This design comes from an exercise in tuning for a short achievable clock period and few clock cycles on the open sky130 flow, not from production work. Only simulation tests tie the RTL to the original design; equivalence was not proved. Power is estimated from default activity; no workload was simulated.

## io_dma
module io_dma #(
   parameter int DI = 4,    
   parameter int DO = 4     
) (
   input  wire         clk,
   input  wire         rst,
   input  wire [15:0]  cpu0_instr,
   input  wire         cpu0_mon,
   input  wire         cpu0_vld,
   input  wire [23:0]  cpu0_aj,
   input  wire [23:0]  cpu0_ak,
   output logic [23:0] cpu0_ai,
   input  wire [15:0]  cpu1_instr,
   input  wire         cpu1_mon,
   input  wire         cpu1_vld,
   input  wire [23:0]  cpu1_aj,
   input  wire [23:0]  cpu1_ak,
   output logic [23:0] cpu1_ai,
   input  wire [15:0]  in0_data,
   input  wire [15:0]  in1_data,
   input  wire [1:0]   in_vld,
   output wire [1:0]   in_rdy,
   output wire [15:0]  out0_data,
   output wire [15:0]  out1_data,
   output wire [1:0]   out_vld,
   input  wire [1:0]   out_rdy,
   output logic        mem_req,
   output logic        mem_wr,
   output logic [21:0] mem_addr,
   output logic [63:0] mem_wdata,
   input  wire         mem_ack,
   input  wire [63:0]  mem_rdata
);
For scale: ~79,000 um^2 of cells after synthesis.
==> flow/config.mk <==
export PLATFORM = sky130hd
export DESIGN_NAME = io_dma
export DESIGN_NICKNAME = io_dma
export VERILOG_FILES = /design/flow/design.v
export SDC_FILE = /design/flow/constraint.sdc
export NUM_CORES = 4
export LEC_CHECK = 0
export ABC_CLOCK_PERIOD_IN_PS = 3500
export CAP_MARGIN = 20
export CORE_MARGIN = 2
export CORE_UTILIZATION = 40
export SETUP_SLACK_MARGIN = 2.0
export SLEW_MARGIN = 20
==> flow/constraint.sdc <==
create_clock -name core_clock -period 6.0 [get_ports {clk}]
set_input_delay 1.2000 -clock core_clock [delete_from_list [all_inputs] [get_ports {clk}]]
set_output_delay 1.2000 -clock core_clock [all_outputs]
set_load 0.01 [all_outputs]
run.sh (not shown) runs the stock make flow with config.mk's settings and CLKGATE_MAP_FILE= SYNTH_SCRIPT=/design/flow/synth_recipe.tcl, a recipe that flattens the netlist after the stock synthesis.
The first run finished with timing, DRC and antenna clean.
Testbench counts at the start, summed over its fixed seeds: cycles 3,237.
==> next run, changes <==
--- a/flow/config.mk
+++ b/flow/config.mk
@@ -8 +8 @@
-export ABC_CLOCK_PERIOD_IN_PS = 3500
+export ABC_CLOCK_PERIOD_IN_PS = 2500
@@ -12 +12 @@
-export SETUP_SLACK_MARGIN = 2.0
+export SETUP_SLACK_MARGIN = 3.5
=> Sequential cell count does not change. Clock skew went up by 23 ps. Routed wire length grows by 9.3%. First-iteration DRC count rose by 6.1%. Register-to-register slack improves by 730 ps. Worst setup slack gains 730 ps. Power rose by 2.0%.

========
## cedar
io_dma, a different RTL version from the one above (not shown whole).
Size in the first run: ~5,000 cells after synthesis, roughly 1,600 flip-flops, about 410 I/O pins.
clock: 6.0 ns
lec_check: 0
abc_clock_period_in_ps: 2000
cap_margin: 20
core_margin: 2
core_utilization: 55
cts_cluster_diameter: 100
cts_cluster_size: 26
setup_slack_margin: 4.0
slew_margin: 20
Both conditions hold for cedar: the flow ran to the end and the final layout passed the timing, design-rule and antenna checks.
Testbench counts of cedar, summed over its fixed seeds: cycles 3,219.
#### Input delta (amber over cedar)
- ABC_CLOCK_PERIOD_IN_PS: 2000 -> 1500
- CTS_CLUSTER_DIAMETER: 100 -> 120
- SETUP_SLACK_MARGIN: 4.0 -> 5.0
- CTS_CLUSTER_SIZE: 26 -> 22
## What came out
- Sort cedar and amber by power in combinational cells, ascending, and cedar comes first.
- Reported for cedar and amber, number of flip-flops and latches turned out identical to the last digit.
- amber -> cedar: cell row count delta 0, exact match
- Compared with cedar, amber shows number of buffers inserted during clock tree synthesis that has gone up by more than 10%.
- cedar -> amber: synthesized area delta 0, exact match
- Cmp cedar and amber / tightest slew margin relative to the limit / higher: amber
- Summary of amber over cedar: maximum frequency dropped 0.0015 GHz, wire length climbed 70 mm.
Changes in tundra relative to amber:
- changing SETUP_SLACK_MARGIN from 5.0 to 4.0
- changing ABC_CLOCK_PERIOD_IN_PS from 1500 to 2000
[summary]
Every run in the comparison, amber and tundra, completed the flow with a clean layout.
The run with more setup slack is tundra; amber has less.
Taking amber as the reference, in tundra clock latency on the worst-skew pair level; design area moved down; routed wire length per instance moved down.
tundra vs. amber: area after synthesis shows no meaningful change; combinational power share shows a reduction of 11 points; critical path depth shows no meaningful change; post-cts repair resize count shows a reduction of 1,374.
From amber to tundra the numbers moved as follows: tightest slew margin relative to the limit shrank by 14 points, clock tree cell share of total cell area grew by 0.49 points, global-route total usage across every layer shrank by 10 points.

========
== the reference run ==
Another version of the RTL of io_dma (not shown whole).
Size in the first run: about 2000 flip-flops, roughly 410 I/O pins, roughly 0.078 sq mm of cells after synthesis.
export LEC_CHECK = 0
export ABC_CLOCK_PERIOD_IN_PS = 2000
export CAP_MARGIN = 20
export CORE_MARGIN = 2
export CORE_UTILIZATION = 55
export CTS_CLUSTER_DIAMETER = 120
export CTS_CLUSTER_SIZE = 22
export SETUP_SLACK_MARGIN = 4.0
export SLEW_MARGIN = 20
create_clock -name core_clock -period 6.0 [get_ports {clk}]
Testbench counts of the reference run, summed over its fixed seeds: cycles 3,224.
Inputs modified between the reference run and the trial run:
diff --git a/flow/config.mk b/flow/config.mk
--- a/flow/config.mk
+++ b/flow/config.mk
@@ -10,6 +10,4 @@
 export CORE_MARGIN = 2
 export CORE_UTILIZATION = 55
-export CTS_CLUSTER_DIAMETER = 120
-export CTS_CLUSTER_SIZE = 22
 export SETUP_SLACK_MARGIN = 4.0
 export SLEW_MARGIN = 20
--- outcome ---
On met2 demand-to-capacity share in global routing, the lower figure sits with the reference run, not the trial run. Total power sits higher in the trial run than in the reference run. Relative to the reference run, routed wire length increased by 1.0% in the trial run. The trial run against the reference run: setup slack -41 ps, minimum setup slack among reg-to-reg paths +50 ps, non-clock buffer count ~0 delta. The trial run has H-tree level count above what the reference run had. Compared with the reference run, the trial run shows a lower number of buffers inserted by post-CTS setup repair. Clock network power: the trial run > the reference run.

==> re-timing with driven ports <==
Ports are ideal in the flow. The routed layouts listed here were re-timed in OpenROAD. Step 1 (the two cells are an assumption about what drives the block):
set clk [get_ports {clk}]
set_driving_cell -lib_cell sky130_fd_sc_hd__clkbuf_16 $clk
set_driving_cell -lib_cell sky130_fd_sc_hd__buf_2 [delete_from_list [all_inputs] $clk]
Step 2 moves the port delays by t, midway between the first and last clock arrival at a register: inputs arrive t later, outputs are due t later. That takes back most of the time a late clock gives input paths. Slacks: ideal ports / drivers / drivers and shift; pairs: ideal ports / drivers.
| run | t, ns | setup slack, ns | worst setup path after step 2 | worst data-port slew with drivers (ns) | cell pins on the clock port's net |
|---|---|---|---|---|---|
| the first run of note 1 | 0.919 | 2.084 / 2.084 / 1.947 | input to register | 0.15 | 1 |
| the second run of note 1 | 0.929 | 2.814 / 2.814 / 2.603 | input to register | 0.14 | 1 |
| cedar | 0.772 | 3.545 / 3.469 / 3.192 | input to register | 0.15 | 1 |
| amber | 0.791 | 3.536 / 3.452 / 3.077 | input to register | 0.37 | 1 |
| tundra | 0.766 | 3.568 / 3.493 / 3.107 | input to register | 0.17 | 1 |
| the reference run | 0.834 | 3.487 / 3.405 / 2.992 | input to register | 0.12 | 1 |
| the trial run | 0.891 | 3.446 / 3.365 / 2.909 | input to register | 0.13 | 1 |
After both steps every run listed still meets setup and hold. The setup slack of the trial run, which loses most, moves by -0.081 ns with the drivers and by -0.537 ns with both steps.
